Source: an optimization exercise on an open RTL-to-GDS flow (aim: small area, a short achievable clock period and few clock cycles per item). Production flows keep margins and buffers that such runs may drop. Only simulation tests tie the RTL to the original design; equivalence was not proved.

==> flow/design.v <==
package ffa_pkg;
    localparam logic OP_ALLOC = 1'b0;
    localparam logic OP_FREE  = 1'b1;
    localparam logic [1:0] ST_ALLOCATED = 2'd0;
    localparam logic [1:0] ST_NO_FIT    = 2'd1;
    localparam logic [1:0] ST_FREED     = 2'd2;
    localparam logic [1:0] ST_NOT_FOUND = 2'd3;
    localparam int BYTES_W = 10;
endpackage
import ffa_pkg::*;
module first_fit_block_allocator
#(
    parameter int ARENA_BYTES  = 1024,
    parameter int ALIGN_BYTES  = 16,
    parameter int HEADER_BYTES = 16
)
(
    input  logic                clk,
    input  logic                rst_n,
    input  logic                req_valid,
    output logic                req_stall,
    input  logic                operation,
    input  logic [BYTES_W-1:0]  request_bytes,
    input  logic [BYTES_W-1:0]  free_offset,
    output logic                rsp_valid,
    input  logic                rsp_stall,
    output logic [1:0]          status,
    output logic [BYTES_W-1:0]  data_offset
);
    localparam int N = 64;
    function automatic [2:0] low8(input logic [7:0] v);
        logic [2:0] k;
        k = 3'd7;
        for (int i = 6; i >= 0; i--)
            if (v[i])
                k = 3'(i);
        low8 = k;
    endfunction
    function automatic [N:0] dec_eq(input logic [6:0] v);
        logic [8:0] heq;
        logic [7:0] leq;
        logic [N:0] eq;
        for (int a = 0; a < 9; a++)
            heq[a] = (v[6:3] == 4'(a));
        for (int b = 0; b < 8; b++)
            leq[b] = (v[2:0] == 3'(b));
        for (int x = 0; x <= N; x++)
            eq[x] = heq[x / 8] & leq[x % 8];
        dec_eq = eq;
    endfunction
    logic       ir_valid;
    logic       ir_op;
    logic [6:0] ir_arg;      
    logic [5:0] ir_c1;       
    logic [5:0] ir_c2;
    logic [1:0] ir_n1;       
    logic [1:0] ir_n2;
    logic       ir_rz;       
    logic       sk_valid;    
    logic       proc;
    logic [6:0] arg_in, r_in;
    logic [5:0] c1_in, c2_in;
    assign r_in = {1'b0, request_bytes[9:4]} + {6'd0, |request_bytes[3:0]};
    always_comb
    begin
        if (operation == OP_FREE)
            arg_in = {(free_offset[3:0] == 4'd0) && (free_offset[9:4] != 6'd0),
                      free_offset[9:4] - 6'd1};
        else
            arg_in = r_in + 7'd1;
        for (int j = 0; j < 6; j++)
        begin
            c1_in[j] = (r_in >> (j + 1)) != 7'd0;
            c2_in[j] = c1_in[j] & r_in[j];
        end
    end
    assign req_stall = ir_valid & sk_valid;
    assign proc      = ir_valid & ~sk_valid;
    always_ff @(posedge clk or negedge rst_n)
    begin
        if (!rst_n)
            ir_valid <= 1'b0;
        else if (!req_stall)
            ir_valid <= req_valid;
    end
    always_ff @(posedge clk)
    begin
        if (!req_stall)
        begin
            ir_op  <= operation;
            ir_arg <= arg_in;
            ir_c1  <= c1_in;
            ir_c2  <= c2_in;
            ir_n1  <= ~c1_in[1:0];
            ir_n2  <= ~c2_in[1:0];
            ir_rz  <= (r_in == 7'd0);
        end
    end
    logic [N-1:0] fr;
    logic [N-1:1] st_r;
    logic [N+1:0] st;        
    assign st = {2'b11, st_r, 1'b1};
    logic         p_valid;
    logic [5:0]   p_g;
    logic [6:0]   p_m;
    logic [6:0]   p_h;
    assign p_h    = 7'(p_g) + p_m;
    logic [N:0]   p_eq_g, p_eq_h;
    assign p_eq_g = p_valid ? dec_eq({1'b0, p_g}) : '0;
    assign p_eq_h = p_valid ? dec_eq(p_h) : '0;
    logic [N-1:0] p_split, fr_t, st_t, fs_t;
    always_comb
    begin
        for (int x = 0; x < N; x++)
        begin
            p_split[x] = p_eq_h[x] & ~st[x] & ~st[x+1];
            fr_t[x]    = (fr[x] & ~p_eq_g[x] & ~p_eq_h[x+1] & ~(p_eq_h[x] & ~st[x] & st[x+1]))
                         | p_split[x];
            st_t[x]    = st[x] | p_split[x];
            fs_t[x]    = (st[x] & fr[x] & ~p_eq_g[x]) | p_split[x];
        end
    end
    logic [N-1:0] f [7];
    always_comb
    begin
        f[0] = ~st[N:1];
        for (int j = 0; j < 2; j++)
            f[j+1] = f[j] & ((f[j] >> (1 << j)) | {{N/2{ir_n1[j]}}, {N/2{~ir_c1[j]}}})
                          & ((f[j] >> (2 << j)) | {{N/2{ir_n2[j]}}, {N/2{~ir_c2[j]}}});
        for (int j = 2; j < 5; j++)
            f[j+1] = f[j] & ((f[j] >> (1 << j)) | {N{~ir_c1[j]}})
                          & ((f[j] >> (2 << j)) | {N{~ir_c2[j]}});
        f[6] = f[5] & {N{~ir_c1[5]}};
    end
    logic [N-1:0] a_win;
    logic [7:0]   a_grp;
    logic [2:0]   a_lo [8];
    logic [2:0]   a_hi;
    logic         a_fit;
    logic [5:0]   a_g;
    assign a_win = fs_t & (f[6] | {N{ir_rz}});
    always_comb
    begin
        for (int a = 0; a < 8; a++)
        begin
            a_grp[a] = |a_win[8*a +: 8];
            a_lo[a]  = low8(a_win[8*a +: 8]);
        end
    end
    logic [7:0] a_gh;
    always_comb
    begin
        for (int a = 0; a < 8; a++)
            a_gh[a] = a_grp[a] && ((a_grp & ((8'd1 << a) - 8'd1)) == 8'd0);
        a_hi = '0;
        a_g  = '0;
        for (int a = 0; a < 8; a++)
        begin
            a_hi = a_hi | ({3{a_gh[a]}} & 3'(a));
            a_g  = a_g  | ({6{a_gh[a]}} & {3'(a), a_lo[a]});
        end
    end
    assign a_fit = |a_grp;
    logic [N-1:0] f_eq, f_blk;
    assign f_eq = ir_arg[6] ? dec_eq({1'b0, ir_arg[5:0]}) : '0;
    always_comb
    begin
        f_blk[0] = f_eq[0];
        for (int x = 1; x < N; x++)
            f_blk[x] = (f_eq[x] & st[x]) | (f_blk[x-1] & ~st[x]);
    end
    logic         do_free;
    logic [N-1:0] fr_f;
    logic         f_found;
    assign do_free = proc & (ir_op == OP_FREE);
    assign fr_f    = fr_t | ({N{do_free}} & f_blk);
    assign f_found = |(st_t & f_eq);
    always_ff @(posedge clk or negedge rst_n)
    begin
        if (!rst_n)
        begin
            fr[0]     <= 1'b1;
            fr[N-1]   <= 1'b1;
            st_r      <= '0;
            p_valid   <= 1'b0;
        end
        else
        begin
            fr[0]     <= fr_f[0];
            fr[N-1]   <= fr_f[N-1];
            st_r    <= st_t[N-1:1] & ~(fr_f[N-1:1] & fr_f[N-2:0]);
            p_valid <= proc & (ir_op == OP_ALLOC) & a_fit;
        end
    end
    always_ff @(posedge clk)
        fr[N-2:1] <= fr_f[N-2:1];
    always_ff @(posedge clk)
    begin
        p_g <= a_g;
        p_m <= ir_arg;
    end
    logic [1:0] n_st;
    always_comb
    begin
        if (ir_op == OP_FREE)
            n_st = f_found ? ST_FREED : ST_NOT_FOUND;
        else
            n_st = a_fit ? ST_ALLOCATED : ST_NO_FIT;
    end
    logic       take;
    logic       rv_reg;
    logic [1:0] q_v;
    logic       q_wp, q_rp;
    logic [1:0] q_st [2];
    logic [5:0] q_g  [2];
    assign take     = rv_reg & ~rsp_stall;
    assign sk_valid = &q_v;
    always_ff @(posedge clk or negedge rst_n)
    begin
        if (!rst_n)
        begin
            rv_reg <= 1'b0;
            q_v    <= 2'b00;
            q_wp   <= 1'b0;
            q_rp   <= 1'b0;
        end
        else
        begin
            for (int i = 0; i < 2; i++)
                q_v[i] <= (q_v[i] & ~(take & (q_rp == 1'(i)))) | (proc & (q_wp == 1'(i)));
            if (proc)
                q_wp <= ~q_wp;
            if (take)
                q_rp <= ~q_rp;
            rv_reg <= take ? (q_v[~q_rp] | proc) : (rv_reg | proc);
        end
    end
    always_ff @(posedge clk)
    begin
        for (int i = 0; i < 2; i++)
            if (q_wp == 1'(i) && !q_v[i])
            begin
                q_st[i] <= n_st;
                q_g[i]  <= a_g;
            end
    end
    assign rsp_valid   = rv_reg;
    assign status      = q_st[q_rp];
    assign data_offset = (q_st[q_rp] == ST_ALLOCATED) ? {q_g[q_rp] + 6'd1, 4'd0} : '0;
endmodule
make LEC_CHECK=0 CAP_MARGIN=20 CORE_MARGIN=2 CORE_UTILIZATION=40 GPL_TIMING_DRIVEN=0 SETUP_SLACK_MARGIN=0.65 SLEW_MARGIN=20 finish   # period 5.0 ns
run.sh (not shown) runs the stock make flow with config.mk's settings and CLKGATE_MAP_FILE= SYNTH_SCRIPT=/design/flow/synth_recipe.tcl, a recipe that flattens the netlist after the stock synthesis.
The starting point finished with timing, DRC and antenna clean.
Testbench counts at the start, summed over its fixed seeds: cycles 4,016, items 4,000.
Edit:
--- a/flow/design.v
+++ b/flow/design.v
@@ -36,12 +36,12 @@
                 k = 3'(i);
         low8 = k;
     endfunction
-    function automatic [N:0] dec_eq(input logic [6:0] v);
+    function automatic [N:0] dec_eq(input logic en, input logic [6:0] v);
         logic [8:0] heq;
         logic [7:0] leq;
         logic [N:0] eq;
         for (int a = 0; a < 9; a++)
-            heq[a] = (v[6:3] == 4'(a));
+            heq[a] = en && (v[6:3] == 4'(a));
         for (int b = 0; b < 8; b++)
             leq[b] = (v[2:0] == 3'(b));
         for (int x = 0; x <= N; x++)
@@ -97,17 +97,33 @@
         end
     end
     logic [N-1:0] fr;
+    logic [1:0]   fr_e;      
+    logic [N-2:1] fr_m;      
+    assign fr = {fr_e[1], fr_m, fr_e[0]};
     logic [N-1:1] st_r;
     logic [N+1:0] st;        
     assign st = {2'b11, st_r, 1'b1};
     logic         p_valid;
     logic [5:0]   p_g;
     logic [6:0]   p_m;
-    logic [6:0]   p_h;
-    assign p_h    = 7'(p_g) + p_m;
     logic [N:0]   p_eq_g, p_eq_h;
-    assign p_eq_g = p_valid ? dec_eq({1'b0, p_g}) : '0;
-    assign p_eq_h = p_valid ? dec_eq(p_h) : '0;
+    assign p_eq_g = dec_eq(p_valid, {1'b0, p_g});
+    logic [3:0]   p_lsum;
+    logic [4:0]   p_hsum;
+    logic [9:0]   p_hoh;
+    logic [7:0]   p_loh;
+    assign p_lsum = {1'b0, p_g[2:0]} + {1'b0, p_m[2:0]};
+    assign p_hsum = {2'b0, p_g[5:3]} + {1'b0, p_m[6:3]};
+    always_comb
+    begin
+        for (int a = 0; a < 10; a++)
+            p_hoh[a] = p_valid && (p_lsum[3] ? ((a > 0) && (p_hsum == 5'(a - 1)))
+                                             : (p_hsum == 5'(a)));
+        for (int b = 0; b < 8; b++)
+            p_loh[b] = (p_lsum[2:0] == 3'(b));
+        for (int x = 0; x <= N; x++)
+            p_eq_h[x] = p_hoh[x / 8] & p_loh[x % 8];
+    end
     logic [N-1:0] p_split, fr_t, st_t, fs_t;
     always_comb
     begin
@@ -161,39 +177,40 @@
         end
     end
     assign a_fit = |a_grp;
+    logic         do_free;
     logic [N-1:0] f_eq, f_blk;
-    assign f_eq = ir_arg[6] ? dec_eq({1'b0, ir_arg[5:0]}) : '0;
-    always_comb
-    begin
+    assign do_free = proc & (ir_op == OP_FREE);
+    logic [N:0]   f_eq_x;
+    assign f_eq_x = dec_eq(do_free & ir_arg[6], {1'b0, ir_arg[5:0]});
+    assign f_eq   = f_eq_x[N-1:0];
+    always_comb
+    begin
+        f_blk = '0;
         f_blk[0] = f_eq[0];
         for (int x = 1; x < N; x++)
             f_blk[x] = (f_eq[x] & st[x]) | (f_blk[x-1] & ~st[x]);
     end
-    logic         do_free;
     logic [N-1:0] fr_f;
     logic         f_found;
-    assign do_free = proc & (ir_op == OP_FREE);
-    assign fr_f    = fr_t | ({N{do_free}} & f_blk);
+    assign fr_f    = fr_t | f_blk;
     assign f_found = |(st_t & f_eq);
     always_ff @(posedge clk or negedge rst_n)
     begin
         if (!rst_n)
         begin
-            fr[0]     <= 1'b1;
-            fr[N-1]   <= 1'b1;
+            fr_e      <= 2'b11;
             st_r      <= '0;
             p_valid   <= 1'b0;
         end
         else
         begin
-            fr[0]     <= fr_f[0];
-            fr[N-1]   <= fr_f[N-1];
+            fr_e      <= {fr_f[N-1], fr_f[0]};
             st_r    <= st_t[N-1:1] & ~(fr_f[N-1:1] & fr_f[N-2:0]);
             p_valid <= proc & (ir_op == OP_ALLOC) & a_fit;
         end
     end
     always_ff @(posedge clk)
-        fr[N-2:1] <= fr_f[N-2:1];
+        fr_m <= fr_f[N-2:1];
     always_ff @(posedge clk)
     begin
         p_g <= a_g;
Effect: Via count went down by a few percent; routed wire length went down slightly; setup slack is better by 0.028 ns; global-route usage went down by 0.85 points; count of clock-buffer cells in the layout went down by 1; register-to-register slack is better by 0.03 ns; fmax went up slightly; flip-flop and latch count is unchanged; worst hold slack is better by 0.13 ns; design area went down by a few percent.
Testbench counts after the change, summed over its fixed seeds: cycles 4,016, items 4,000.

-- what the ideal ports hide --
The results above use ideal ports. As a check the final layouts listed here were re-extracted and re-timed, cells and wires unchanged. Step 1: set_driving_cell puts a clkbuf_16 on clk and a buf_2 on each other input, an assumption about the parent block. Step 2 also shifts input and output timing later by t, the mid clock arrival at the registers, as if the neighbouring blocks saw the same clock. a / b / c = ideal / step 1 / step 2; a / b = the first two.
run | t, ns | setup WS [ns] | latest minus earliest clock arrival (ns) | worst data-port slew with drivers (ns)
the first run | 0.528 | 0.379 / 0.379 / 0.379 | 0.014 / 0.014 | 0.04
the second run | 0.532 | 0.407 / 0.407 / 0.407 | 0.018 / 0.017 | 0.05
After both steps every run listed still meets setup and hold.
